This design comes from an exercise in tuning for small area, a short achievable clock period and few clock cycles per item on the open sky130 flow, not from production work. RTL that was checked went through simulation tests only; none was proved equivalent to the original. For run 5, only the layout was checked, not whether the RTL still works. Power is estimated from default activity; no workload was simulated.

==> design.v <==
package rar_pkg;
   localparam logic [1:0] CMD_ADD = 2'd0;
   localparam logic [1:0] CMD_SUB = 2'd1;
   localparam logic [1:0] CMD_MUL = 2'd2;
   localparam logic [1:0] CMD_DIV = 2'd3;
   localparam int NUM_OUT_WIDTH = 33;
   localparam int DEN_OUT_WIDTH = 32;
   typedef struct packed {
      logic load;
      logic step;
   } div_ctl_type;
endpackage
module rar_cell (
   input  logic                 clock,
   input  rar_pkg::div_ctl_type ctl,
   input  logic                 load_bit,
   input  logic                 r_lo,
   input  logic                 q_lo,
   input  logic                 d_bit,
   input  logic                 borrow_in,
   input  logic                 sub,
   output logic                 r_bit,
   output logic                 q_bit,
   output logic                 borrow_out
);
   logic r_ff;
   logic q_ff;
   logic r_in;
   assign borrow_out = (~r_lo & d_bit) | (~(r_lo ^ d_bit) & borrow_in);
   assign r_in       = sub ? (r_lo ^ d_bit ^ borrow_in) : r_lo;
   always_ff @(posedge clock) begin
      if (ctl.load) begin
         r_ff <= 1'b0;
         q_ff <= load_bit;
      end else if (ctl.step) begin
         r_ff <= r_in;
         q_ff <= q_lo;
      end
   end
   assign r_bit = r_ff;
   assign q_bit = q_ff;
endmodule
module rar_div_row #(
   parameter int WIDTH = 32
) (
   input  logic                 clock,
   input  rar_pkg::div_ctl_type ctl,
   input  logic [WIDTH-1:0]     dividend,
   input  logic [WIDTH-1:0]     divisor,
   output logic [WIDTH-1:0]     quotient
);
   logic [WIDTH-1:0] r;
   logic [WIDTH-1:0] q;
   logic [WIDTH:0]   bw;
   logic             sub;
   assign bw[0] = 1'b0;
   assign sub   = r[WIDTH-1] | ~bw[WIDTH];
   for (genvar i = 0; i < WIDTH; i++) begin : g_cell
      logic r_lo;
      logic q_lo;
      if (i == 0) begin : g_first
         assign r_lo = q[WIDTH-1];
         assign q_lo = sub;
      end else begin : g_rest
         assign r_lo = r[i-1];
         assign q_lo = q[i-1];
      end
      rar_cell u_cell (
         .clock      (clock),
         .ctl        (ctl),
         .load_bit   (dividend[i]),
         .r_lo       (r_lo),
         .q_lo       (q_lo),
         .d_bit      (divisor[i]),
         .borrow_in  (bw[i]),
         .sub        (sub),
         .r_bit      (r[i]),
         .q_bit      (q[i]),
         .borrow_out (bw[i+1])
      );
   end
   assign quotient = q;
endmodule
module rational_arith_reduce #(
   parameter int OPERAND_WIDTH = 16
) (
   input  logic                                  clock,
   input  logic                                  reset,
   input  logic                                  req_tvalid,
   output logic                                  req_tready,
   input  logic [8*((2+4*OPERAND_WIDTH+7)/8)-1:0] req_tdata,
   output logic                                  rsp_tvalid,
   input  logic                                  rsp_tready,
   output logic [71:0]                           rsp_tdata,
   output logic                                  rsp_tuser
);
   localparam int W  = OPERAND_WIDTH;    
   localparam int NW = 2 * W + 1;        
   localparam int UW = 2 * W;            
   localparam int DW = 2 * W - 1;        
   localparam logic [1:0] F_IDLE = 2'd0, F_MUL = 2'd1, F_POST = 2'd2;
   logic [1:0]    fe_st;
   logic [1:0]    cmd_q;
   logic [W-1:0]  xa_q, xb_q;           
   logic [W:0]    q1_q, q2_q;
   logic [W:0]    hn_q;                 
   logic [W-1:0]  hd_q;                 
   logic          sd_q;                 
   logic          err_q;
   logic [2:0]    cnt_q;
   logic          is_add, is_sub, is_mul, is_div;
   assign is_add = (cmd_q == rar_pkg::CMD_ADD);
   assign is_sub = (cmd_q == rar_pkg::CMD_SUB);
   assign is_mul = (cmd_q == rar_pkg::CMD_MUL);
   assign is_div = (cmd_q == rar_pkg::CMD_DIV);
   function automatic logic [2:0] booth(input logic [2:0] b);
      booth[0] = b[1] ^ b[0];
      booth[1] = (b[2] & ~b[1] & ~b[0]) | (~b[2] & b[1] & b[0]);
      booth[2] = b[2];
   endfunction
   function automatic logic [W+1:0] ppsel(input logic [2:0] dg, input logic [W-1:0] x);
      logic [W+1:0] xs;
      xs = {{2{x[W-1]}}, x};
      ppsel = ((dg[0] ? xs : '0) | (dg[1] ? (xs << 1) : '0)) ^ {(W+2){dg[2]}};
   endfunction
   function automatic logic [8:0] digits(input logic [1:0] cmd, input logic sd,
                                         input logic [2:0] b1, input logic [2:0] b2);
      logic [2:0] d1, d2, n1, n2, dd;
      d1 = booth(b1);
      d2 = booth(b2);
      n1 = (cmd == rar_pkg::CMD_MUL) ? d2 : d1;
      n2 = (cmd == rar_pkg::CMD_ADD) ? d2 :
           (cmd == rar_pkg::CMD_SUB) ? {~d2[2], d2[1:0]} : 3'b000;
      dd = (cmd == rar_pkg::CMD_DIV) ? {d2[2] ^ sd, d2[1:0]} : {d1[2] ^ sd, d1[1:0]};
      digits = {n1, n2, dd};
   endfunction
   logic [8:0]    dg_q;
   logic [2:0]    dgn1, dgn2, dgd;
   logic [W+1:0]  ppn1, ppn2, ppd;
   logic [W+2:0]  sumn;
   logic [W+1:0]  sumd;
   logic          in_sd;
   assign {dgn1, dgn2, dgd} = dg_q;
   assign in_sd = req_tdata[2 + 2*W - 1] ^
                  ((req_tdata[1:0] == rar_pkg::CMD_DIV) ? req_tdata[2 + 3*W - 1]
                                                        : req_tdata[2 + 4*W - 1]);
   assign ppn1 = ppsel(dgn1, xa_q);
   assign ppn2 = ppsel(dgn2, xb_q);
   assign ppd  = ppsel(dgd,  xb_q);
   assign sumn = {{2{hn_q[W]}}, hn_q} + {ppn1[W+1], ppn1} + {ppn2[W+1], ppn2}
               + (W+3)'(dgn1[2]) + (W+3)'(dgn2[2]);
   assign sumd = {{2{hd_q[W-1]}}, hd_q} + ppd + (W+2)'(dgd[2]);
   logic [NW-1:0] accn;
   logic [UW-1:0] accd;
   assign accn = {hn_q[W:0], q2_q[W:1]};
   assign accd = {hd_q[W-1:0], q1_q[W:1]};
   logic          special;
   logic          strip;
   logic          fe_rdy;
   logic          hand;
   assign special = err_q | (accn == '0);
   assign strip   = ~special & ~accn[0] & ~accd[0];
   assign fe_rdy  = (fe_st == F_POST) & ~strip;
   logic          rdy_q;
   assign req_tready = rdy_q;
   always_ff @(posedge clock) begin
      if (reset) begin
         fe_st <= F_IDLE;
         rdy_q <= 1'b1;
      end else begin
         if (rdy_q && req_tvalid)
            rdy_q <= 1'b0;
         else if (hand)
            rdy_q <= 1'b1;
         unique case (fe_st)
            F_IDLE:  if (req_tvalid) fe_st <= F_MUL;
            F_MUL:   if (cnt_q == 3'd7) fe_st <= F_POST;
            F_POST:  if (hand) fe_st <= F_IDLE;
            default: fe_st <= F_IDLE;
         endcase
      end
   end
   always_ff @(posedge clock) begin
      unique case (fe_st)
         F_IDLE: begin
            cmd_q <= req_tdata[1:0];
            xa_q  <= req_tdata[2 +: W];
            xb_q  <= req_tdata[2 + W +: W];
            q2_q  <= {req_tdata[2 + 2*W +: W], 1'b0};
            q1_q  <= {req_tdata[2 + 3*W +: W], 1'b0};
            sd_q  <= in_sd;
            dg_q  <= digits(req_tdata[1:0], in_sd, {req_tdata[2 + 3*W +: 2], 1'b0},
                            {req_tdata[2 + 2*W +: 2], 1'b0});
            cnt_q <= '0;
            hn_q  <= '0;
            hd_q  <= '0;
         end
         F_MUL: begin
            if (cnt_q == 3'd0)
               err_q <= (xb_q == '0) || (q1_q == '0) || (is_div && (q2_q == '0));
            dg_q  <= digits(cmd_q, sd_q, q1_q[4:2], q2_q[4:2]);
            q1_q  <= {sumd[1:0], q1_q[W:2]};
            q2_q  <= {sumn[1:0], q2_q[W:2]};
            hd_q  <= sumd[W+1:2];
            hn_q  <= sumn[W+2:2];
            cnt_q <= cnt_q + 1'b1;
         end
         F_POST: begin
            if (strip) begin
               hn_q <= {hn_q[W], hn_q[W:1]};
               q2_q <= {hn_q[0], q2_q[W:1]};
               hd_q <= {1'b0, hd_q[W-1:1]};
               q1_q <= {hd_q[0], q1_q[W:1]};
            end
         end
         default: ;
      endcase
   end
   logic          busy_q, first_q, val_q, lerr_q;
   logic          p_sw_q, p_neg_q, p_sp_q, p_err_q;
   logic [UW-1:0] u_q, v_q;
   logic [NW-1:0] c0n_q, c1n_q;
   logic [DW-1:0] c0d_q, c1d_q;
   logic          step, fin;
   assign step = busy_q & (~val_q | (first_q & ~v_q[0] & ~p_sp_q));
   assign fin  = step & (p_sp_q | done);
   assign hand = fe_rdy & (~busy_q | fin);
   logic          h_sgn, h_sw;
   logic [UW-1:0] h_absn, h_d;
   logic [NW-1:0] h_one;
   assign h_sgn  = accn[NW-1];
   assign h_absn = h_sgn ? UW'(-accn) : accn[UW-1:0];
   assign h_d    = accd;
   assign h_sw   = ~accn[0] | special;
   assign h_one  = {{(NW-1){h_sgn ^ sd_q}}, 1'b1};
   logic [NW-1:0] c0n;
   logic [DW-1:0] c0d;
   assign c0n = first_q ? (p_sw_q ? '0 : {{(NW-1){p_neg_q}}, 1'b1}) : c0n_q;
   assign c0d = first_q ? {{(DW-1){1'b0}}, p_sw_q} : c0d_q;
   logic          vodd, neg, done;
   logic [UW:0]   d1;
   logic [UW-1:0] d2, mag, x;
   logic [1:0]    s;
   logic [UW-1:0] v_next;
   logic [NW-1:0] c1n_sh;
   logic [DW-1:0] c1d_sh;
   logic [UW-1:0] pg_g [0:5];
   logic [UW-1:0] pg_p [0:5];
   logic [UW-1:0] hp, c_lo, c_hi;
   assign hp       = u_q ^ ~v_q;
   assign pg_g[0]  = u_q & ~v_q;
   assign pg_p[0]  = hp;
   for (genvar l = 0; l < 5; l++) begin : g_lvl
      for (genvar i = 0; i < UW; i++) begin : g_bit
         if (((i >> l) & 1) == 1) begin : g_op
            localparam int J = ((i >> (l + 1)) << (l + 1)) + (1 << l) - 1;
            assign pg_g[l+1][i] = pg_g[l][i] | (pg_p[l][i] & pg_g[l][J]);
            assign pg_p[l+1][i] = pg_p[l][i] & pg_p[l][J];
         end else begin : g_pass
            assign pg_g[l+1][i] = pg_g[l][i];
            assign pg_p[l+1][i] = pg_p[l][i];
         end
      end
   end
   assign c_lo = {pg_g[5][UW-2:0], 1'b0};
   assign c_hi = {pg_g[5][UW-2:0] | pg_p[5][UW-2:0], 1'b1};
   assign vodd = v_q[0];
   assign d1   = {pg_g[5][UW-1] | pg_p[5][UW-1], hp ^ c_hi};    
   assign d2   = ~(hp ^ c_lo);                                   
   assign neg  = ~d1[UW];
   assign mag  = neg ? d2 : d1[UW-1:0];
   assign x    = vodd ? mag : v_q;
   assign done = vodd & pg_p[5][UW-1];
   logic [3:1]    xl;
   assign xl   = vodd ? d1[3:1] : v_q[3:1];
   assign s    = xl[1] ? 2'd0 : xl[2] ? 2'd1 : xl[3] ? 2'd2 : 2'd3;
   function automatic logic [UW-1:0] rsh(input logic [UW-1:0] a, input logic [1:0] k);
      logic [UW-1:0] b;
      b = {1'b0, a[UW-1:1]};
      rsh = b >> k;
   endfunction
   assign v_next = rsh(x, s);
   logic [NW-1:0] cmn;
   logic [DW-1:0] cmd_;
   assign cmn    = (vodd & ~neg) ? c0n : c1n_q;
   assign cmd_   = (vodd & ~neg) ? c0d : c1d_q;
   assign c1n_sh = {cmn[NW-2:0], 1'b0} << s;
   assign c1d_sh = {cmd_[DW-2:0], 1'b0} << s;
   always_ff @(posedge clock) begin
      if (reset) begin
         busy_q <= 1'b0;
         val_q  <= 1'b0;
      end else begin
         if (hand)
            busy_q <= 1'b1;
         else if (fin)
            busy_q <= 1'b0;
         if (fin)
            val_q <= 1'b1;
         else if (rsp_tready)
            val_q <= 1'b0;
      end
   end
   always_ff @(posedge clock) begin
      if (step) begin
         if (p_sp_q) begin
            lerr_q <= p_err_q;
            c0n_q  <= c0n;
            c0d_q  <= c0d;
         end else begin
            v_q <= v_next;
            c1n_q <= c1n_sh;
            c1d_q <= c1d_sh;
            if (vodd) begin
               first_q <= 1'b0;
               lerr_q  <= 1'b0;
               u_q     <= neg ? u_q : v_q;
               c0n_q <= first_q ? (p_sw_q ? c1n_q : {{(NW-1){p_neg_q}}, 1'b1})
                                : c0n_q + c1n_q;
               c0d_q <= first_q ? (p_sw_q ? {{(DW-1){1'b0}}, 1'b1} : c1d_q)
                                : c0d_q + c1d_q;
            end
         end
      end
      if (hand) begin
         first_q <= 1'b1;
         p_sw_q  <= h_sw;
         p_neg_q <= h_sgn ^ sd_q;
         p_sp_q  <= special;
         p_err_q <= err_q;
         u_q     <= h_sw ? h_d : h_absn;
         v_q     <= h_sw ? h_absn : h_d;
         c1n_q   <= h_sw ? h_one : '0;
         c1d_q   <= {{(DW-1){1'b0}}, ~h_sw};
      end
   end
   assign rsp_tvalid = val_q;
   assign rsp_tdata  = {7'b0, 1'b0, c0d_q, c0n_q};
   assign rsp_tuser  = lerr_q;
endmodule
==> flow/run.sh <==
#!/bin/bash
# Standard layout (standard synthesis, floorplan, placement, CTS, routing) with
# the timing repair steps asked to leave 10.8 ns of setup slack at the design's
# clock period, so they size the critical paths up, and every port buffered
# with buf_2 rather than the default delay-buffer cell. The make output goes to
# make_finish.log; each ORFS step logs under orfs/logs/.
set -euo pipefail
bash standard.sh SETUP_SLACK_MARGIN=10.8 "BUFFER_PORTS_ARGS=-buffer_cell sky130_fd_sc_hd__buf_2" finish > make_finish.log 2>&1
==> standard.sh <==
#!/bin/bash
# synth_recipe.tcl (not shown) runs the flow's synth.tcl, then flattens the netlist and writes it again
# the make line also repeats each setting of config.mk as NAME=value (left out here)
make -C /OpenROAD-flow-scripts/flow DESIGN_CONFIG=/design/flow/config.mk WORK_HOME=/design/flow/orfs CLKGATE_MAP_FILE= SYNTH_SCRIPT=/design/flow/synth_recipe.tcl "${@:-finish}"
==> config.mk <==
export PLATFORM = sky130hd
export DESIGN_NAME = rational_arith_reduce
export DESIGN_NICKNAME = rational_arith_reduce
export VERILOG_FILES = /design/flow/design.v
export SDC_FILE = /design/flow/constraint.sdc
export NUM_CORES = 4
export LEC_CHECK = 0
export CAP_MARGIN = 20
export CORE_MARGIN = 2
export CORE_UTILIZATION = 65
export CTS_CLUSTER_DIAMETER = 100
export CTS_CLUSTER_SIZE = 24
export SLEW_MARGIN = 20
==> constraint.sdc <==
create_clock -name core_clock -period 15.0 [get_ports {clock}]
set_input_delay 3.0000 -clock core_clock [delete_from_list [all_inputs] [get_ports {clock}]]
set_output_delay 3.0000 -clock core_clock [all_outputs]
set_load 0.01 [all_outputs]
==> results of run 1 <==
-- worst paths after layout --
kind | from | endpoint | slack [ns] | cells past startpoint
min | rdy_q$_SDFFE_PP1P_ | rdy_q$_SDFFE_PP1P_ | 0.51 | 1
max reg2reg | dg_q[8]$_DFFE_PN_ | hn_q[15]$_SDFFCE_PP0P_ | 10.88 | 15
max | c0d_q[1]$_DFFE_PP_ | rsp_tdata[34] | 10.83 | 1
min reg2reg | rdy_q$_SDFFE_PP1P_ | rdy_q$_SDFFE_PP1P_ | 0.51 | 1
-- routing by layer --
metal,routed length [µm],up-vias,global-route usage
li1,-,11000,-
met1,29800,11100,0.450
met2,35400,1230,0.574
met3,6450,200,0.0443
met4,2630,2,0.129
met5,86,-,0
-- cells in the mapped netlist (50+ instances only) --
master / n
a21o_1: 59
a21oi_1: 324
a22oi_1: 102
clkbuf_1: 145
edfxtp_1: 282
ha_1: 138
inv_1: 131
mux2i_1: 91
nand2_1: 232
nor2_1: 247
o211ai_1: 50
o21ai_0: 238
xnor2_1: 109
xor2_1: 80
-- registers in the layout (all words and copies together), names as in the netlist, 31 cells and up --
name,cells
v_q,32
c1d_q,31
u_q,32
c0n_q,33
c1n_q,33
c0d_q,31
-- per-stage QoR --
stage                     hold slack, ns   util  total power, µW  setup WS, ns  std cells
after detailed placement           0.481  0.682             6160          9.40       3390
after global placement             0.469  0.682             6020          9.48       3390
after CTS                          0.506  0.708             6800         10.80       3465
final                              0.506  0.725             7080         10.83       3521
after global routing               0.523  0.725             7620         10.67       3521
after floorplan                    0.426      -             5160         10.83       2898
-- report_power, final --
group	total, µW	switching, µW	internal (µW)	leakage [µW]
combinational	4840	2870	1970	0.00796
sequential	1700	285	1410	0.00307
clock	546	309	237	0.000247
-- area by class of cell --
type / count / share of cell area
multi-input combinational: 2256 / 0.548
sequential: 318 / 0.326
timing repair buffer: 263 / 0.0656
tap: 518 / 0.0230
inverter: 135 / 0.0186
clock buffer: 25 / 0.0165
clock inverter: 4 / 0.00169
timing repair inverter: 2 / 0.000444
-- cells by family (layout without fill, tap and decap cells) --
kind of cell,count (synthesis),count (layout),share of synthesized area
fa+ha+maj,165,165,0.0885
compound gates,1056,1057,0.262
other cells,1,8,0.000146
mux,101,101,0.0435
simple gates,733,736,0.131
flops,318,318,0.359
buf+inv,328,429,0.0516
xor+xnor,189,189,0.0646
-- what timing repair did --
item | in CTS | in global routing
cloned | 4 | 8
buffers inserted | 42 | 48
endpoints found under the setup margin | 242 | 206
resized for setup | 26 | 46
pin swaps | 5 | 10
-- cells in the final DEF, fill, tap and decap left out, types with 10 or more instances in the layout --
cell and n:
a221oi_1 10, nor3b_1 29, nor2b_1 22, a21o_1 59, clkbuf_16 21, o221ai_1 10, xnor2_1 109, buf_2 136
nor4_1 12, edfxtp_1 282, o21ai_0 233, and2_1 10, nand4_1 18, nor3_1 30, ha_1 136, o211ai_1 50
a221o_1 33, o31ai_1 18, and3_1 17, o21a_1 11, a22oi_1 102, a21oi_1 321, a211oi_1 41, dfxtp_1 34
or3_1 14, o22ai_1 27, o21bai_1 13, a31oi_1 24, mux2i_1 91, buf_4 108, xor2_1 80, inv_1 130
nand2b_1 26, nand2_1 228, nor2_1 241, fa_1 26, nand3_1 48
==> results by group, run 1 <==
Critical path
  – Req. time, crit path: 12.00 ns
  – Buf+Inv Stages, Crit Path: 1
  – CP max FO: 4
  – Max stage delay cell, worst path: edfxtp_1
  – Critical-path cell list: buf_2
  – Type of origin of the critical path: flip-flop
  – Data arrival, critical path: 1.17 ns
  – WS Path Type: reg -> out
  – Delay-heaviest family, CP: flip-flops
  – Slowest stage delay, CP: approximately 0.46 ns
  – Critical Path End Type: primary output

Power
  – VDD IR max: between 0.00015 and 0.0002 V
  – P_leak: approximately 0.011 µW
  – Cell Pwr Density: 252 nW/µm²

Yosys
  – Synth Cell Area: 25600 µm²
  – Yosys reg bits: 318
  – Synth top area share: 0.330
  – Post-synthesis instance total: a little under 3000
  – Avg Synthesized Cell Area: 8.86 µm²
  – Synth area leader: edfxtp_1
  – Number of synthesized flops with an enable pin: 282
  – Synth Flop Type: edfxtp_1
  – Post-synthesis sequential area ratio: 0.359
  – Synth warnings: 3
  – Yosys cell types: 86
  – Ys async rst share: 0
  – Synth top area cells: edfxtp_1 (33%), ha_1 (6.7%), a21oi_1 (6.3%), o21ai_0 (4.6%), xnor2_1 (3.7%)

Layout
  – Area occupied by multi-input gates: 15400 µm²
  – Final nets: approximately 3200
  – FF/Latch Area: 9190 µm²
  – Final Instance Area: around 28000 µm²
  – Diode count: 0
  – Layout cells sized above 1: 0.120
  – P&R area growth vs syn: 9.86%
  – Filler cells: between 3000 and 4000

Die
  – Placeable Area: ~39000 µm²
  – Starting Density: 0.660
  – Die Wd: 203 µm
  – Row count: between 70 and 80
  – Die area: 41000 µm²
  – Boundary pin count: around 150
  – Die H: 203 µm

Route
  – Antenna viol nets, final: 0
  – DR pass1 iterations: 6
  – Vias per cell: 6.68
  – Total wire length: 74400 µm
  – 1st-iter DRT viols: 2408
  – Via count: roughly 24000
  – Drt wl/cell: 21.1 µm
  – Drt drc: 0

CTS
  – TritonCTS clock tree: done
  – H-tree depth: 1
  – Num Clock Sinks: between 300 and 400
  – CTS Root Cell: clkbuf_16
  – CTS buffer count: 17
  – Hold-fix buffers, CTS: 0
  – CTS Buffer Depth: 3
  – Later-pin clock latency in the skew report: 0.56 ns
  – CTS clk-pin slew, worst paths: 0.10 ns

Global routing
  – Number of global-route vias before repair: 22000
  – Overall Global Routing Usage: 0.341
  – Global-route wire length before repair: 114000 µm
  – GRT overflow: 0
  – Initial antenna violation count: 0
  – Largest net degree at the start of global routing: between 80 and 90

Status
  – Status: finished clean

STA
  – Fmax: between 200 and 250 MHz
  – Max Slew Vio Count: 0
  – Final hold vios: 0
  – Fin crit share: 0.278
  – Max transition margin: 0.358
  – Endpoints failing setup: 0
  – Skew final: between 0.03 and 0.04 ns
  – Fin crit period: around 4.2 ns
  – RSZ-0062 raised after global routing: true
  – Worst slew pin tran: 0.960 ns
  – Setup TNS: 0 ns

Hold path
  – Hold Crit Class: reg -> reg

Place
  – # port buffers: between 100 and 150
  – Cell Area, Placed: between 20000 and 30000 µm²
  – Gpl congestion: 0.926
  – Dpl hpwl: 50600 µm

Run
  – Max_cap viols: 0
Testbench counts, summed over its fixed seeds: cycles 38,469, items 2,400.
==> run 2: changes to the inputs <==
==> flow/run.sh (replaced) <==
#!/bin/bash
# Standard layout (standard synthesis, floorplan, placement, CTS, routing) with
# the timing repair steps asked to leave 10.8 ns of setup slack at the design's
# clock period, so they size the critical paths up, and every port buffered
# with buf_1 rather than the default delay-buffer cell. The make output goes to
# make_finish.log; each ORFS step logs under orfs/logs/.
set -euo pipefail
bash standard.sh SETUP_SLACK_MARGIN=10.8 "BUFFER_PORTS_ARGS=-buffer_cell sky130_fd_sc_hd__buf_1" finish > make_finish.log 2>&1
--- a/config.mk
+++ b/config.mk
@@ -7,7 +7,5 @@
 export LEC_CHECK = 0
 export CAP_MARGIN = 20
 export CORE_MARGIN = 2
-export CORE_UTILIZATION = 65
-export CTS_CLUSTER_DIAMETER = 100
-export CTS_CLUSTER_SIZE = 24
+export CORE_UTILIZATION = 55
 export SLEW_MARGIN = 20
==> results by group, run 2 <==
Yosys
  – Yosys reg bits: 318 (unchanged)
  – Synth top area share: 0.330 (unchanged)
  – Number of synthesized flops with an enable pin: 282 (unchanged)
  – Commonest cells in the netlist: a21oi_1 (324), edfxtp_1 (282), nor2_1 (247), o21ai_0 (238), nand2_1 (232) (unchanged)
  – Top-count cell post-synth: a21oi_1 (unchanged)
  – Yosys cell types: 86 (unchanged)
  – Synth area leader: edfxtp_1 (unchanged)
  – Synth top area cells: edfxtp_1 (33%), ha_1 (6.7%), a21oi_1 (6.3%), o21ai_0 (4.6%), xnor2_1 (3.7%) (unchanged)
  – Avg Synthesized Cell Area: 8.86 µm² (unchanged)
  – Synth Flop Type: edfxtp_1 (unchanged)
  – Post-synthesis instance total: 2891 (unchanged)
  – Synth warnings: 3 (unchanged)
  – Post-synthesis sequential area ratio: 0.359 (unchanged)
  – Ys async rst share: 0 (unchanged)
  – Synth Cell Area: 25600 µm² (unchanged)

STA
  – Setup TNS: 0 ns (unchanged)
  – Worst slew pin tran: 1.00 ns (was 0.960 ns)
  – Fin crit share: 0.281 (was 0.278)
  – Max transition margin: 0.329 (was 0.358)
  – Skew final: 0.0113 ns (was 0.0359 ns)
  – Fin crit period: 4.21 ns (was 4.17 ns)
  – Endpoints failing setup: 0 (unchanged)
  – Fmax: 238 MHz (was 240 MHz)
  – Max Slew Vio Count: 0 (unchanged)
  – Final hold vios: 0 (unchanged)
  – RSZ-0062 raised after global routing: true (unchanged)

Layout
  – Diode count: 0 (unchanged)
  – Fin cells: 3687 (was 3521)
  – Most frequent cells in the layout: a21oi_1 (322), edfxtp_1 (282), nor2_1 (242) (was a21oi_1 (321), edfxtp_1 (282), nor2_1 (241))
  – Final nets: 3289 (was 3234)
  – Layout cells sized above 1: 0.103 (was 0.120)
  – P&R area growth vs syn: 14.8% (was 9.86%)
  – Most common cell after layout, fill and taps aside: a21oi_1 (unchanged)
  – Top Registers: c0n_q (33), c1n_q (33) (unchanged)

Route
  – Drt drc: 0 (unchanged)
  – Vias per cell: 6.39 (was 6.68)
  – Total wire length: 79200 µm (was 74400 µm)
  – Via count: 23500 (about the same)
  – Antenna viol nets, final: 0 (unchanged)
  – 1st-iter DRT viols: 2248 (was 2408)
  – Drt wl/cell: 21.5 µm (was 21.1 µm)
  – DR pass1 iterations: 6 (unchanged)

Critical path
  – CP dominant cell by count: fa_1
  – Critical Path End Type: flip-flop (was primary output)
  – Max stage delay cell, worst path: a2111oi_1 (was edfxtp_1)
  – Delay-heaviest family, CP: compound AO/OA/AOI/OAI gates (was flip-flops)
  – Type of origin of the critical path: flip-flop (unchanged)
  – CP max FO: 12 (was 4)
  – WS Path Type: reg -> reg (was reg -> out)
  – Critical-path cell list: buf_12 > clkinvlp_4 > ha_1 > fa_1 > nand3_2 > a211oi_1 > a211oi_2 > buf_4 > o21ai_4 > inv_1 > fa_1 > o21ai_0 > xor2_1 > a21oi_1 > a2111oi_1 > nor3_1 (was buf_2)
  – Req. time, crit path: 15.31 ns (was 12.00 ns)
  – Worst R2R Setup Slack: 10.79 ns (was 10.88 ns)
  – Data arrival, critical path: 4.52 ns (was 1.17 ns)
  – Slowest stage delay, CP: 0.51 ns (was 0.46 ns)
  – Buf+Inv Stages, Crit Path: 4 (was 1)

Die
  – Row count: 79 (was 72)
  – Boundary pin count: 151 (unchanged)
  – Die H: 220 µm (was 203 µm)
  – Die area: 48300 µm² (was 41000 µm²)
  – Starting Density: 0.554 (was 0.660)
  – Die Wd: 220 µm (was 203 µm)
  – Placeable Area: 46300 µm² (was 38800 µm²)

Global routing
  – GRT overflow: 0 (unchanged)
  – Global-route wire length before repair: 119000 µm (was 114000 µm)
  – Initial antenna violation count: 0 (unchanged)
  – Largest net degree at the start of global routing: 81 (was 85)
  – Number of global-route vias before repair: 21800 (was 22000)
  – Overall Global Routing Usage: 0.310 (was 0.341)

CTS
  – Num Clock Sinks: 318 (unchanged)
  – CTS clk-pin slew, worst paths: 0.06 ns (was 0.10 ns)
  – CTS buffer count: 41 (was 17)
  – Later-pin clock latency in the skew report: 0.58 ns (was 0.56 ns)
  – TritonCTS clock tree: done (unchanged)
  – H-tree depth: 2 (was 1)
  – CTS Root Cell: clkbuf_16 (unchanged)
  – Hold-fix buffers, CTS: 0 (unchanged)
  – CTS Buffer Depth: 3 (unchanged)

Hold path
  – Hold Crit Class: reg -> reg (unchanged)

Power
  – P_leak: 0.0116 µW (was 0.0113 µW)
  – VDD IR max: 0.000166 V (was 0.000186 V)
  – Cell Pwr Density: 260 nW/µm² (was 252 nW/µm²)

Status
  – Status: finished clean (unchanged)

Place
  – Placed cell count: 3481 (was 3390)
  – Dpl hpwl: 52700 µm (was 50600 µm)
  – # port buffers: 136 (unchanged)
  – Gpl congestion: 0.901 (was 0.926)

Run
  – Max_cap viols: 0 (unchanged)
run 2: cell counts after synthesis:
Identical to the previous run, type by type.
run 2: routing by layer:
layer | vias up | wire length (µm) | global-route usage
met5 | - | 0 | 0
met4 | 0 | 2200 | 0.0913
met3 | 154 | 6200 | 0.0454
met2 | 984 | 37600 | 0.526
met1 | 11300 | 33100 | 0.411
li1 | 11100 | - | -
run 2: stage by stage:
step	util	instance area, µm²	hold slack (ns)	total power (µW)	worst slack (ns)
after floorplan	-	25700	0.426	5160	10.83
after global placement	0.572	26400	0.472	6090	8.99
after detailed placement	0.572	26500	0.475	6190	8.90
after CTS	0.620	28700	0.490	7400	10.77
after global routing	0.636	29400	0.535	8200	10.52
final	0.636	29400	0.489	7640	10.79
run 2: cell type report:
cell class	count	area (µm²)
Clock buffer	50	1110
Tap cell	607	759
Inverter	135	532
Clock inverter	25	258
Timing Repair inverter	2	17.5
Sequential cell	318	9190
Fill cell	3990	16800
Timing Repair Buffer	292	2070
Multi-Input combinational cell	2258	15500
run 2: power breakdown:
part           internal [µW]  switching (µW)
logic                   2020            2890
clock network            614             416
registers               1410             283
total                   4050            3590
run 2: cells by family (layout without fill, tap and decap cells):
| family | Yosys count | count (layout) | synth area share |
|---|---|---|---|
| compound gates | 1056 | 1056 | 0.262 |
| buf+inv | 328 | 504 | 0.0516 |
| simple gates | 733 | 739 | 0.131 |
| fa+ha+maj | 165 | 165 | 0.0885 |
| mux | 101 | 101 | 0.0435 |
| other cells | 1 | 8 | 0.000146 |
| flops | 318 | 318 | 0.359 |
| xor+xnor | 189 | 189 | 0.0646 |
run 2: what timing repair did:
| item | in CTS | in global routing |
|---|---|---|
| setup buffers | 68 | 44 |
| pin swaps | 8 | 15 |
| setup endpoints to repair | 334 | 214 |
| resized for setup | 57 | 36 |
| cloned | 8 | 11 |
run 2: final timing paths:
path | startpoint | to | cells past startpoint
worst min-delay path | rdy_q$_SDFFE_PP1P_ | rdy_q$_SDFFE_PP1P_ | 1
worst max register to register | v_q[0]$_DFFE_PP_ | v_q[13]$_DFFE_PP_ | 16
worst max-delay path | v_q[0]$_DFFE_PP_ | v_q[13]$_DFFE_PP_ | 16
worst min register to register | rdy_q$_SDFFE_PP1P_ | rdy_q$_SDFFE_PP1P_ | 1
==> run 3: changes to the inputs <==
==> flow/run.sh (replaced) <==
#!/bin/bash
# Standard layout (standard synthesis, floorplan, placement, CTS, routing) with
# the timing repair steps asked to leave 11.0 ns of setup slack at the design's
# clock period, so they size the critical paths up, and every port buffered
# with buf_2 rather than the default delay-buffer cell. The make output goes to
# make_finish.log; each ORFS step logs under orfs/logs/.
set -euo pipefail
bash standard.sh SETUP_SLACK_MARGIN=11.0 "BUFFER_PORTS_ARGS=-buffer_cell sky130_fd_sc_hd__buf_2" finish > make_finish.log 2>&1
--- a/config.mk
+++ b/config.mk
@@ -7,5 +7,7 @@
 export LEC_CHECK = 0
 export CAP_MARGIN = 20
 export CORE_MARGIN = 2
-export CORE_UTILIZATION = 55
+export CORE_UTILIZATION = 65
+export CTS_CLUSTER_DIAMETER = 100
+export CTS_CLUSTER_SIZE = 24
 export SLEW_MARGIN = 20
==> results by group, run 3 <==
Status
  – Status: finished clean (unchanged)

Yosys
  – Avg Synthesized Cell Area: 8.86 µm² (unchanged)
  – Synth Flop Type: edfxtp_1 (unchanged)
  – Number of synthesized flops with an enable pin: 282 (unchanged)
  – Synth Cell Area: 25600 µm² (unchanged)
  – Post-synthesis sequential area ratio: 0.359 (unchanged)
  – Yosys cell types: 86 (unchanged)
  – Ys async rst share: 0 (unchanged)
  – Yosys reg bits: 318 (unchanged)
  – Synth top area share: 0.330 (unchanged)
  – Synth area leader: edfxtp_1 (unchanged)
  – Synth warnings: 3 (unchanged)
  – Commonest cells in the netlist: a21oi_1 (324), edfxtp_1 (282), nor2_1 (247), o21ai_0 (238), nand2_1 (232) (unchanged)
  – Post-synthesis instance total: 2891 (unchanged)
  – Top-count cell post-synth: a21oi_1 (unchanged)
  – Synth top area cells: edfxtp_1 (33%), ha_1 (6.7%), a21oi_1 (6.3%), o21ai_0 (4.6%), xnor2_1 (3.7%) (unchanged)

Die
  – Starting Density: 0.660 (was 0.554)
  – Die H: 203 µm (was 220 µm)
  – Die Wd: 203 µm (was 220 µm)
  – Row count: 72 (was 79)
  – Boundary pin count: 151 (unchanged)
  – Placeable Area: 38800 µm² (was 46300 µm²)
  – Die area: 41000 µm² (was 48300 µm²)

Power
  – VDD IR max: 0.000177 V (was 0.000166 V)
  – Reg power frac: 0.228 (was 0.222)
  – P_leak: 0.0118 µW (was 0.0116 µW)
  – Psw: 3620 µW (was 3590 µW)
  – Clock network power share: 0.071 (was 0.135)
  – Internal power: 3780 µW (was 4050 µW)
  – Cell Pwr Density: 252 nW/µm² (was 260 nW/µm²)
  – Combinational Power Share: 0.701 (was 0.643)
  – Switching share of power: 0.489 (was 0.470)

Critical path
  – Critical Path End Type: primary output (was flip-flop)
  – Req. time, crit path: 12.00 ns (was 15.31 ns)
  – Type of origin of the critical path: flip-flop (unchanged)
  – WS Path Type: reg -> out (was reg -> reg)
  – CP max FO: 1 (was 12)
  – Worst R2R Setup Slack: 10.98 ns (was 10.79 ns)
  – Slowest stage delay, CP: 0.47 ns (was 0.51 ns)
  – Critical-path cell list: buf_2 (was buf_12 > clkinvlp_4 > ha_1 > fa_1 > nand3_2 > a211oi_1 > a211oi_2 > buf_4 > o21ai_4 > inv_1 > fa_1 > o21ai_0 > xor2_1 > a21oi_1 > a2111oi_1 > nor3_1)
  – Delay-heaviest family, CP: flip-flops (was compound AO/OA/AOI/OAI gates)
  – Max stage delay cell, worst path: edfxtp_1 (was a2111oi_1)
  – Data arrival, critical path: 1.19 ns (was 4.52 ns)
  – Buf+Inv Stages, Crit Path: 1 (was 4)

Layout
  – P&R area growth vs syn: 14.5% (was 14.8%)
  – Final nets: 3319 (was 3289)
  – Top Registers: c0n_q (33), c1n_q (33) (unchanged)
  – Most common cell after layout, fill and taps aside: a21oi_1 (unchanged)
  – Layout cells sized above 1: 0.156 (was 0.103)
  – Most frequent cells in the layout: a21oi_1 (317), edfxtp_1 (282), nor2_1 (240) (was a21oi_1 (322), edfxtp_1 (282), nor2_1 (242))
  – Fin cells: 3606 (was 3687)
  – Diode count: 0 (unchanged)
  – Final Instance Area: 29300 µm² (was 29400 µm²)

Route
  – Antenna viol nets, final: 0 (unchanged)
  – Total wire length: 78800 µm (was 79200 µm)
  – Drt wl/cell: 21.9 µm (was 21.5 µm)
  – 1st-iter DRT viols: 2904 (was 2248)
  – Vias per cell: 6.75 (was 6.39)
  – Drt drc: 0 (unchanged)
  – Via count: 24300 (was 23500)
  – DR pass1 iterations: 6 (unchanged)

CTS
  – Num Clock Sinks: 318 (unchanged)
  – TritonCTS clock tree: done (unchanged)
  – CTS Root Cell: clkbuf_16 (unchanged)
  – Later-pin clock latency in the skew report: 0.54 ns (was 0.58 ns)
  – CTS buffer count: 17 (was 41)
  – H-tree depth: 1 (was 2)
  – CTS Buffer Depth: 3 (unchanged)
  – CTS clk-pin slew, worst paths: 0.11 ns (was 0.06 ns)

Global routing
  – Overall Global Routing Usage: 0.359 (was 0.310)
  – Initial antenna violation count: 0 (unchanged)
  – Largest net degree at the start of global routing: 81 (unchanged)
  – Global-route wire length before repair: 120000 µm (was 119000 µm)
  – Number of global-route vias before repair: 22700 (was 21800)
  – GRT overflow: 0 (unchanged)

STA
  – Fin crit share: 0.279 (was 0.281)
  – RSZ-0062 raised after global routing: true (unchanged)
  – Skew final: 0.0210 ns (was 0.0113 ns)
  – Worst slew pin tran: 1.09 ns (was 1.00 ns)
  – Max transition margin: 0.273 (was 0.329)
  – Final hold vios: 0 (unchanged)
  – Fin crit period: 4.19 ns (was 4.21 ns)
  – Setup TNS: 0 ns (unchanged)
  – Final WS setup: 10.81 ns (was 10.79 ns)
  – Endpoints failing setup: 0 (unchanged)
  – Fmax: 239 MHz (was 238 MHz)
  – Max Slew Vio Count: 0 (unchanged)

Place
  – Dpl hpwl: 50200 µm (was 52700 µm)
  – Placed cell count: 3388 (was 3481)
  – Gpl congestion: 0.934 (was 0.901)
  – # port buffers: 136 (unchanged)
  – Pre-CTS setup slack: 9.20 ns (was 8.90 ns)
  – Cell Area, Placed: 26500 µm² (about the same)

Run
  – Max_cap viols: 0 (unchanged)

Hold path
  – Hold Crit Class: reg -> reg (unchanged)
[run 3: final timing paths]
kind / from / endpoint / depth (start not counted)
worst max register to register: q2_q[10]$_DFFE_PP_ / v_q[18]$_DFFE_PP_ / 14
worst min-delay path: c1d_q[30]$_SDFFE_PP0P_ / c1d_q[30]$_SDFFE_PP0P_ / 2
worst min register to register: c1d_q[30]$_SDFFE_PP0P_ / c1d_q[30]$_SDFFE_PP0P_ / 2
worst max-delay path: lerr_q$_SDFFCE_PN0P_ / rsp_tuser / 1
[run 3: final cells by class]
cell class | count | area [µm²]
Fill cell | 2845 | 9480
Clock buffer | 26 | 469
Tap cell | 518 | 648
Multi-Input combinational cell | 2263 | 15700
Clock inverter | 3 | 20.0
Inverter | 135 | 539
Sequential cell | 318 | 9200
Timing Repair inverter | 2 | 17.5
Timing Repair Buffer | 341 | 2750
[run 3: stage by stage]
step | hold slack, ns | util | total power (µW)
final | 0.515 | 0.756 | 7400
after global routing | 0.555 | 0.756 | 7900
after CTS | 0.512 | 0.727 | 6920
after detailed placement | 0.480 | 0.682 | 6150
after global placement | 0.469 | 0.682 | 6010
after floorplan | 0.426 | - | 5170
[run 3: what timing repair did]
action / 4_1_cts / 5_1_grt
endpoints found under the hold margin: 0 / 0
setup endpoints to repair: 378 / 306
hold buffers: 0 / 0
pin swaps: 15 / 32
buffers inserted: 105 / 59
gates resized for setup: 63 / 90
cloned: 16 / 9
[run 3: logic make-up (layout without fill, tap and decap cells)]
family | after synthesis | count (layout) | share of synthesized area
AOI/OAI and AO/OA | 1056 | 1057 | 0.262
and+or+nand+nor | 733 | 743 | 0.131
buffers and inverters | 328 | 507 | 0.0516
DFF | 318 | 318 | 0.359
xor gates and xnor gates | 189 | 189 | 0.0646
adders and majority gates | 165 | 165 | 0.0885
muxes | 101 | 101 | 0.0435
other | 1 | 8 | 0.000146
[run 3: power groups by stage]
stage               Clock (µW)  Combinational, µW  Sequential, µW
floorplan                    0               3570            1600
global placement             0               4270            1740
CTS                        532               4710            1680
detailed placement           0               4400            1750
finish                     528               5190            1680
global route               554               5640            1710
[run 3: per-layer routing]
| layer | vias to the layer above | routed length, µm | track usage |
|---|---|---|---|
| li1 | 11200 | - | - |
| met3 | 262 | 7350 | 0.0518 |
| met2 | 1402 | 37300 | 0.598 |
| met1 | 11500 | 30700 | 0.470 |
| met4 | 2 | 3380 | 0.148 |
| met5 | - | 53 | 0 |
==> run 4: changes to the inputs <==
==> flow/run.sh (replaced) <==
#!/bin/bash
# Standard layout (standard synthesis, floorplan, placement, CTS, routing) with
# the timing repair steps asked to leave 10.7 ns of setup slack at the design's
# clock period, so they size the critical paths up, and every port buffered
# with buf_2 rather than the default delay-buffer cell. The make output goes to
# make_finish.log; each ORFS step logs under orfs/logs/.
set -euo pipefail
bash standard.sh SETUP_SLACK_MARGIN=10.7 "BUFFER_PORTS_ARGS=-buffer_cell sky130_fd_sc_hd__buf_2" finish > make_finish.log 2>&1
==> results by group, run 4 <==
STA
  – Skew final: 0.0268 ns (was 0.0210 ns)
  – Fmax: 235 MHz (was 239 MHz)
  – Worst slew pin tran: 1.08 ns (was 1.09 ns)
  – RSZ-0062 raised after global routing: true (unchanged)
  – Fin crit period: 4.26 ns (was 4.19 ns)
  – Max transition margin: 0.278 (was 0.273)
  – Max Slew Vio Count: 0 (unchanged)
  – Endpoints failing setup: 0 (unchanged)
  – Fin crit share: 0.284 (was 0.279)
  – Final hold vios: 0 (unchanged)
  – Setup TNS: 0 ns (unchanged)

Critical path
  – Critical-path cell list: or4_4 > nor3_4 > nand3_2 > or2_1 > or4_4 > o41ai_4 > buf_4 > o31a_1 > nand2_2 > buf_6 > a222oi_1 > buf_4 > mux2i_1 > nor2_1 (was buf_2)
  – Type of origin of the critical path: flip-flop (unchanged)
  – Buf+Inv Stages, Crit Path: 3 (was 1)
  – Slowest stage delay, CP: 0.59 ns (was 0.47 ns)
  – CP max FO: 67 (was 1)
  – Max stage delay cell, worst path: or4_4 (was edfxtp_1)
  – Critical Path End Type: flip-flop (was primary output)
  – Req. time, crit path: 15.44 ns (was 12.00 ns)
  – WS Path Type: reg -> reg (was reg -> out)
  – Data arrival, critical path: 4.70 ns (was 1.19 ns)
  – Delay-heaviest family, CP: simple AND/OR/NAND/NOR gates (was flip-flops)

CTS
  – CTS clk-pin slew, worst paths: 0.10 ns (was 0.11 ns)
  – H-tree depth: 1 (unchanged)
  – CTS Buffer Depth: 3 (unchanged)
  – Hold-fix buffers, CTS: 0 (unchanged)
  – CTS Root Cell: clkbuf_16 (unchanged)
  – Later-pin clock latency in the skew report: 0.55 ns (was 0.54 ns)
  – CTS buffer count: 18 (was 17)
  – Num Clock Sinks: 318 (unchanged)
  – TritonCTS clock tree: done (unchanged)

Layout
  – Most frequent cells in the layout: a21oi_1 (323), edfxtp_1 (282), nor2_1 (242) (was a21oi_1 (317), edfxtp_1 (282), nor2_1 (240))
  – Fin cells: 3468 (was 3606)
  – Most common cell after layout, fill and taps aside: a21oi_1 (unchanged)
  – Diode count: 0 (unchanged)
  – Top Registers: c0n_q (33), c1n_q (33) (unchanged)
  – P&R area growth vs syn: 7.99% (was 14.5%)
  – Final nets: 3181 (was 3319)
  – Layout cells sized above 1: 0.101 (was 0.156)

Yosys
  – Yosys reg bits: 318 (unchanged)
  – Commonest cells in the netlist: a21oi_1 (324), edfxtp_1 (282), nor2_1 (247), o21ai_0 (238), nand2_1 (232) (unchanged)
  – Synth Flop Type: edfxtp_1 (unchanged)
  – Ys async rst share: 0 (unchanged)
  – Yosys cell types: 86 (unchanged)
  – Synth warnings: 3 (unchanged)
  – Number of synthesized flops with an enable pin: 282 (unchanged)
  – Synth Cell Area: 25600 µm² (unchanged)
  – Synth top area cells: edfxtp_1 (33%), ha_1 (6.7%), a21oi_1 (6.3%), o21ai_0 (4.6%), xnor2_1 (3.7%) (unchanged)
  – Top-count cell post-synth: a21oi_1 (unchanged)
  – Post-synthesis sequential area ratio: 0.359 (unchanged)
  – Post-synthesis instance total: 2891 (unchanged)
  – Synth top area share: 0.330 (unchanged)
  – Synth area leader: edfxtp_1 (unchanged)
  – Avg Synthesized Cell Area: 8.86 µm² (unchanged)

Route
  – Drt wl/cell: 20.9 µm (was 21.9 µm)
  – 1st-iter DRT viols: 2191 (was 2904)
  – Drt drc: 0 (unchanged)
  – Total wire length: 72400 µm (was 78800 µm)
  – Vias per cell: 6.68 (was 6.75)
  – DR pass1 iterations: 6 (unchanged)
  – Via count: 23200 (was 24300)
  – Antenna viol nets, final: 0 (unchanged)

Die
  – Starting Density: 0.660 (unchanged)
  – Boundary pin count: 151 (unchanged)
  – Die H: 203 µm (unchanged)
  – Die area: 41000 µm² (unchanged)
  – Row count: 72 (unchanged)
  – Placeable Area: 38800 µm² (unchanged)
  – Die Wd: 203 µm (unchanged)

Global routing
  – Largest net degree at the start of global routing: 81 (unchanged)
  – Global-route wire length before repair: 114000 µm (was 120000 µm)
  – GRT overflow: 0 (unchanged)
  – Overall Global Routing Usage: 0.340 (was 0.359)
  – Initial antenna violation count: 0 (unchanged)
  – Number of global-route vias before repair: 22000 (was 22700)

Place
  – Placed cell count: 3392 (was 3388)
  – Dpl hpwl: 50200 µm (about the same)
  – Gpl congestion: 0.932 (was 0.934)
  – # port buffers: 136 (unchanged)

Power
  – Cell Pwr Density: 253 nW/µm² (was 252 nW/µm²)
  – VDD IR max: 0.000183 V (was 0.000177 V)
  – Total power: 7000 µW (was 7400 µW)
  – P_leak: 0.0110 µW (was 0.0118 µW)

Run
  – Max_cap viols: 0 (unchanged)

Hold path
  – Hold Crit Class: reg -> reg (unchanged)

Status
  – Status: finished clean (unchanged)
run 4: cell counts after synthesis:
No cell type changed its count.
run 4: layout make-up:
type	instances	area [µm²]
clock buffer	25	519
clock inverter	5	51.3
fill	3031	11200
inverter	135	512
multi-input combinational	2254	15300
sequential	318	9190
tap	518	648
timing repair buffer	213	1430
run 4: worst register-to-register path, cell delays in order, from the launching register on:
cell and delay, ns:
edfxtp_1 0.45, or4_4 0.59, nor3_4 0.18, nand3_2 0.15, or2_1 0.30, or4_4 0.54
o41ai_4 0.21, buf_4 0.19, o31a_1 0.18, nand2_2 0.11, buf_6 0.31, a222oi_1 0.40
buf_4 0.22, mux2i_1 0.28, nor2_1 0.07
run 4: metrics by stage:
stage	utilization	setup WS, ns	area (µm²)	hold slack [ns]
6_report	0.713	10.74	27700	0.520
4_1_cts	0.706	10.69	27400	0.513
3_5_place_dp	0.683	9.56	26500	0.487
2_1_floorplan	-	10.73	25700	0.426
3_3_place_gp	0.682	9.63	26500	0.469
5_1_grt	0.713	10.64	27700	0.555
run 4: logic make-up (layout without fill, tap and decap cells):
| kind of cell | count (synthesis) | count (layout) | synth area share |
|---|---|---|---|
| AND/OR/NAND/NOR | 733 | 735 | 0.131 |
| adder cells (fa/ha/maj) | 165 | 165 | 0.0885 |
| XOR/XNOR | 189 | 189 | 0.0646 |
| AO/OA/AOI/OAI | 1056 | 1056 | 0.262 |
| flip-flops | 318 | 318 | 0.359 |
| multiplexers | 101 | 101 | 0.0435 |
| other | 1 | 8 | 0.000146 |
| buffers and inverters | 328 | 378 | 0.0516 |
run 4: path summary, 6_finish.rpt:
path | from | endpoint | slack [ns] | depth (start not counted)
max reg2reg | q2_q[11]$_DFFE_PP_ | fe_st[0]$_SDFFE_PP0P_ | 10.74 | 14
min | c1d_q[30]$_SDFFE_PP0P_ | c1d_q[30]$_SDFFE_PP0P_ | 0.52 | 2
min reg2reg | c1d_q[30]$_SDFFE_PP0P_ | c1d_q[30]$_SDFFE_PP0P_ | 0.52 | 2
max | q2_q[11]$_DFFE_PP_ | fe_st[0]$_SDFFE_PP0P_ | 10.74 | 14
run 4: report_power, final:
part           leakage (µW)  internal [µW]  switching (µW)
sequential          0.00307           1410             295
clock              0.000275            250             314
combinational       0.00764           1920            2810
run 4: layer usage:
| metal | share of wire | wire length [µm] | track usage | vias to the layer above |
|---|---|---|---|---|
| met3 | 0.082 | 5920 | 0.0435 | 192 |
| met1 | 0.40 | 29200 | 0.444 | 11000 |
| li1 | - | - | - | 10900 |
| met4 | 0.036 | 2620 | 0.127 | 0 |
| met5 | 0 | 0 | 0 | - |
| met2 | 0.48 | 34700 | 0.579 | 1065 |
run 4: what timing repair did:
item                       4_1_cts  5_1_grt
setup endpoints to repair      213      152
pin swaps                        4        2
gates cloned                     3        1
setup buffers                   18       24
gates resized for setup         18       26
==> run 5: changes to the inputs <==
--- a/design.v
+++ b/design.v
@@ -162,7 +162,12 @@
    assign strip   = ~special & ~accn[0] & ~accd[0];
    assign fe_rdy  = (fe_st == F_POST) & ~strip;
    logic          rdy_q;
+   logic          loop_free_nx;
+   logic          fe_rdy_nx;
    assign req_tready = rdy_q;
+   assign loop_free_nx = ~hand & (~busy_q | fin);
+   assign fe_rdy_nx    = (fe_st == F_MUL) ? ((cnt_q == 3'd7) & (q2_q[3] | q1_q[3]))
+                       : (fe_st == F_POST) & (~strip | special | accn[1] | accd[1]);
    always_ff @(posedge clock) begin
       if (reset) begin
          fe_st <= F_IDLE;
@@ -170,19 +175,23 @@
       end else begin
          if (rdy_q && req_tvalid)
             rdy_q <= 1'b0;
-         else if (hand)
+         else if (hand || (fe_st == F_IDLE))
             rdy_q <= 1'b1;
-         unique case (fe_st)
-            F_IDLE:  if (req_tvalid) fe_st <= F_MUL;
-            F_MUL:   if (cnt_q == 3'd7) fe_st <= F_POST;
-            F_POST:  if (hand) fe_st <= F_IDLE;
-            default: fe_st <= F_IDLE;
-         endcase
+         else
+            rdy_q <= fe_rdy_nx & loop_free_nx;
+         if (rdy_q && req_tvalid)
+            fe_st <= F_MUL;
+         else
+            unique case (fe_st)
+               F_IDLE:  ;
+               F_MUL:   if (cnt_q == 3'd7) fe_st <= F_POST;
+               F_POST:  if (hand) fe_st <= F_IDLE;
+               default: fe_st <= F_IDLE;
+            endcase
       end
    end
    always_ff @(posedge clock) begin
-      unique case (fe_st)
-         F_IDLE: begin
+      if (rdy_q) begin
             cmd_q <= req_tdata[1:0];
             xa_q  <= req_tdata[2 +: W];
             xb_q  <= req_tdata[2 + W +: W];
@@ -194,7 +203,7 @@
             cnt_q <= '0;
             hn_q  <= '0;
             hd_q  <= '0;
-         end
+      end else unique case (fe_st)
          F_MUL: begin
             if (cnt_q == 3'd0)
                err_q <= (xb_q == '0) || (q1_q == '0) || (is_div && (q2_q == '0));
==> flow/run.sh (replaced) <==
#!/bin/bash
# Standard layout (standard synthesis, floorplan, placement, CTS, routing) with
# the timing repair steps asked to leave 10.8 ns of setup slack at the design's
# clock period, so they size the critical paths up, and every port buffered
# with buf_2 rather than the default delay-buffer cell. The make output goes to
# make_finish.log; each ORFS step logs under orfs/logs/.
set -euo pipefail
bash standard.sh SETUP_SLACK_MARGIN=10.8 "BUFFER_PORTS_ARGS=-buffer_cell sky130_fd_sc_hd__buf_2" finish > make_finish.log 2>&1
==> results by group, run 5 <==
Status
  – Status: finished clean (unchanged)

Die
  – Placeable Area: 39700 µm² (was 38800 µm²)
  – Starting Density: 0.660 (about the same)
  – Boundary pin count: 151 (unchanged)
  – Row count: 73 (was 72)
  – Die H: 205 µm (was 203 µm)
  – Die Wd: 205 µm (was 203 µm)
  – Die area: 42000 µm² (was 41000 µm²)

Place
  – Cell Area, Placed: 27100 µm² (was 26500 µm²)
  – Pre-CTS setup slack: 9.14 ns (was 9.56 ns)
  – Dpl hpwl: 52900 µm (was 50200 µm)
  – Gpl congestion: 0.936 (was 0.932)
  – Placed cell count: 3541 (was 3392)
  – # port buffers: 136 (unchanged)

STA
  – Fmax: 237 MHz (was 235 MHz)
  – Worst slew pin tran: 1.21 ns (was 1.08 ns)
  – Fin crit share: 0.281 (was 0.284)
  – Max Slew Vio Count: 0 (unchanged)
  – Fin crit period: 4.22 ns (was 4.26 ns)
  – Endpoints failing setup: 0 (unchanged)
  – Final hold vios: 0 (unchanged)
  – Skew final: 0.0283 ns (was 0.0268 ns)
  – Setup TNS: 0 ns (unchanged)
  – Max transition margin: 0.193 (was 0.278)
  – RSZ-0062 raised after global routing: true (unchanged)
  – Final WS setup: 10.78 ns (was 10.74 ns)

Layout
  – Layout cells sized above 1: 0.130 (was 0.101)
  – Final Instance Area: 29200 µm² (was 27700 µm²)
  – Most common cell after layout, fill and taps aside: a21oi_1 (unchanged)
  – Final nets: 3402 (was 3181)
  – P&R area growth vs syn: 11.2% (was 7.99%)
  – Most frequent cells in the layout: a21oi_1 (331), nand2_1 (294), edfxtp_1 (244) (was a21oi_1 (323), edfxtp_1 (282), nor2_1 (242))
  – Diode count: 0 (unchanged)
  – Fin cells: 3702 (was 3468)
  – Filler cells: 3099 (was 3031)
  – Top Registers: c0n_q (33), c1n_q (33) (unchanged)

Power
  – Clock network power share: 0.226 (was 0.081)
  – Psw: 947 µW (was 3420 µW)
  – P_leak: 0.0119 µW (was 0.0110 µW)
  – Internal power: 1670 µW (was 3580 µW)
  – Combinational Power Share: 0.364 (was 0.675)
  – Cell Pwr Density: 89.8 nW/µm² (was 253 nW/µm²)
  – Reg power frac: 0.410 (was 0.244)
  – Switching share of power: 0.362 (was 0.488)
  – VDD IR max: 0.000142 V (was 0.000183 V)

Yosys
  – Avg Synthesized Cell Area: 8.61 µm² (was 8.86 µm²)
  – Synth area leader: edfxtp_1 (unchanged)
  – Synth warnings: 3 (unchanged)
  – Ys async rst share: 0 (unchanged)
  – Synth top area share: 0.279 (was 0.330)
  – Synth top area cells: edfxtp_1 (28%), ha_1 (6.4%), a21oi_1 (6.4%), dfxtp_1 (5.7%), mux2i_1 (5.4%) (was edfxtp_1 (33%), ha_1 (6.7%), a21oi_1 (6.3%), o21ai_0 (4.6%), xnor2_1 (3.7%))
  – Post-synthesis sequential area ratio: 0.336 (was 0.359)
  – Synth Cell Area: 26200 µm² (was 25600 µm²)
  – Synth Flop Type: edfxtp_1 (unchanged)
  – Post-synthesis instance total: 3045 (was 2891)
  – Yosys reg bits: 318 (unchanged)
  – Top-count cell post-synth: a21oi_1 (unchanged)
  – Yosys cell types: 93 (was 86)
  – Commonest cells in the netlist: a21oi_1 (333), nand2_1 (298), edfxtp_1 (244), o21ai_0 (233), nor2_1 (214) (was a21oi_1 (324), edfxtp_1 (282), nor2_1 (247), o21ai_0 (238), nand2_1 (232))
  – Number of synthesized flops with an enable pin: 244 (was 282)

Critical path
  – Type of origin of the critical path: flip-flop (unchanged)
  – Critical-path cell list: buf_12 > clkinvlp_4 > ha_2 > fa_2 > a211oi_4 > o211ai_4 > a22oi_4 > a21oi_4 > buf_12 > nor3_4 > buf_6 > mux2i_4 > xnor2_2 > mux4_2 > a221o_1 > a21o_1 (was or4_4 > nor3_4 > nand3_2 > or2_1 > or4_4 > o41ai_4 > buf_4 > o31a_1 > nand2_2 > buf_6 > a222oi_1 > buf_4 > mux2i_1 > nor2_1)
  – Data arrival, critical path: 4.53 ns (was 4.70 ns)
  – Max stage delay cell, worst path: mux4_2 (was or4_4)
  – Critical Path Start: v_q[0]$_DFFE_PP_ (was q2_q[11]$_DFFE_PP_)
  – CP dominant cell by count: buf_12
  – Buf+Inv Stages, Crit Path: 4 (was 3)
  – Reg2Reg Launch Point: v_q[0]$_DFFE_PP_ (was q2_q[11]$_DFFE_PP_)
  – CP max FO: 6 (was 67)
  – Critical Path End Type: flip-flop (unchanged)
  – Delay-heaviest family, CP: compound AO/OA/AOI/OAI gates (was simple AND/OR/NAND/NOR gates)
  – Slowest stage delay, CP: 0.51 ns (was 0.59 ns)
  – Req. time, crit path: 15.31 ns (was 15.44 ns)
  – WS Path Type: reg -> reg (unchanged)
  – Worst R2R Setup Slack: 10.78 ns (was 10.74 ns)

Global routing
  – Number of global-route vias before repair: 22800 (was 22000)
  – GRT overflow: 0 (unchanged)
  – Global-route wire length before repair: 121000 µm (was 114000 µm)
  – Overall Global Routing Usage: 0.358 (was 0.340)
  – Largest net degree at the start of global routing: 102 (was 81)
  – Initial antenna violation count: 0 (unchanged)

Route
  – Antenna viol nets, final: 0 (unchanged)
  – 1st-iter DRT viols: 3069 (was 2191)
  – Total wire length: 78900 µm (was 72400 µm)
  – Drt wl/cell: 21.3 µm (was 20.9 µm)
  – Drt drc: 0 (unchanged)
  – Via count: 24700 (was 23200)
  – Vias per cell: 6.67 (was 6.68)
  – DR pass1 iterations: 7 (was 6)

CTS
  – H-tree depth: 1 (unchanged)
  – Hold-fix buffers, CTS: 0 (unchanged)
  – CTS Buffer Depth: 3 (unchanged)
  – Later-pin clock latency in the skew report: 0.55 ns (about the same)
  – CTS buffer count: 18 (unchanged)
  – Num Clock Sinks: 318 (unchanged)
  – TritonCTS clock tree: done (unchanged)
  – CTS Root Cell: clkbuf_16 (unchanged)
  – CTS clk-pin slew, worst paths: 0.11 ns (was 0.10 ns)

Run
  – Max_cap viols: 0 (unchanged)

Hold path
  – Min-Delay Startpoint: cnt_q[2]$_SDFFE_PP0P_ (was c1d_q[30]$_SDFFE_PP0P_)
  – Hold Crit Class: reg -> reg (unchanged)
[run 5: changes by cell type in the layout (fill, tap and decap cells not counted), sizes merged, moves of 17 or more]
cell    change
buf        +78
dfxtp      +38
edfxtp     -38
mux2i      +51
nand2      +66
nand3      +33
nor2       -32
nor3       +26
o211ai     -20
o22ai      -18
xnor2      +21
xor2       -17
[run 5: path summary, 6_finish.rpt]
check	end	cells after the start
worst min-delay path	cnt_q[2]$_SDFFE_PP0P_	2
worst max-delay path	v_q[21]$_DFFE_PP_	16
worst max register to register	v_q[21]$_DFFE_PP_	16
worst min register to register	cnt_q[2]$_SDFFE_PP0P_	2
[run 5: area by class of cell]
cell class | count | area, µm² | share of cell area
tap | 525 | 657 | 0.0225
multi-input combinational | 2398 | 16400 | 0.563
clock inverter | 6 | 93.8 | 0.00322
timing repair inverter | 2 | 13.8 | 0.000472
sequential | 318 | 8810 | 0.302
clock buffer | 26 | 502 | 0.0172
inverter | 134 | 527 | 0.0181
timing repair buffer | 293 | 2130 | 0.0731
[run 5: what timing repair did]
| item | in CTS | in global routing |
|---|---|---|
| hold endpoints to repair | 0 | 0 |
| gates cloned | 6 | 4 |
| pin swaps | 5 | 15 |
| gates resized for setup | 41 | 36 |
| buffers inserted | 44 | 72 |
| setup endpoints to repair | 248 | 168 |
[run 5: routing by layer]
metal	global-route usage	share of wire
met1	0.472	0.40
met2	0.592	0.47
met4	0.170	0.051
met3	0.0360	0.081
met5	0	0
[run 5: tightest hold or removal path: stages, from the launching register on]
cell,delay [ns]
dfxtp_1,0.34
nand2_1,0.06
a21oi_1,0.05
[run 5: cell families (layout without fill, tap and decap cells)]
family	after synthesis	count (layout)	share of synthesized area
AO/OA/AOI/OAI	1043	1043	0.253
XOR/XNOR	193	193	0.0645
adder cells (fa/ha/maj)	161	161	0.0846
buffers and inverters	340	461	0.0524
flip-flops	318	318	0.336
multiplexers	155	155	0.0627
other	1	8	0.000143
AND/OR/NAND/NOR	834	838	0.147
[run 5: per-stage QoR]
step	power (µW)	util	hold WS, ns
detailed placement	2000	0.681	0.472
global route	2760	0.734	0.519
floorplan	1790	-	0.426
finish	2620	0.734	0.488
global placement	1980	0.681	0.461
CTS	2590	0.712	0.487
[run 5: power groups by stage]
stage	Combinational (µW)	Sequential [µW]	Clock [µW]
after floorplan	735	1060	0
after global routing	1060	1080	620
final	953	1070	591
after CTS	920	1070	594
after global placement	881	1100	0
after detailed placement	901	1100	0

## afterwards: timing with drivers on the ports
In the flow no input, the clock included, has a driving cell. The finished layouts below were timed again as built, in two steps. Step 1, drivers: a clkbuf_16 drives clock and a buf_2 each remaining input, both assumed. Step 2 moves the port delays by t, midway between the first and last clock arrival at a register: inputs arrive t later, outputs are due t later. That takes back most of the time a late clock gives input paths. Three values: ideal ports, drivers, drivers and shift; two values: the first two.
| run | shift t [ns] | setup slack, ns | worst register clock-pin slew, ns |
|---|---|---|---|
| run 1 | 0.597 | 10.826 / 10.768 / 10.602 | 0.11 / 0.11 |
| run 2 | 0.632 | 10.790 / 10.732 / 10.584 | 0.06 / 0.06 |
| run 3 | 0.587 | 10.809 / 10.753 / 10.668 | 0.11 / 0.11 |
| run 4 | 0.597 | 10.738 / 10.706 / 10.663 | 0.10 / 0.10 |
| run 5 | 0.593 | 10.782 / 10.746 / 10.641 | 0.11 / 0.11 |
After both steps setup and hold are still met in every run listed. For run 1, which loses most, drivers alone change the setup slack by -0.058 ns; drivers and shift together by -0.224 ns.
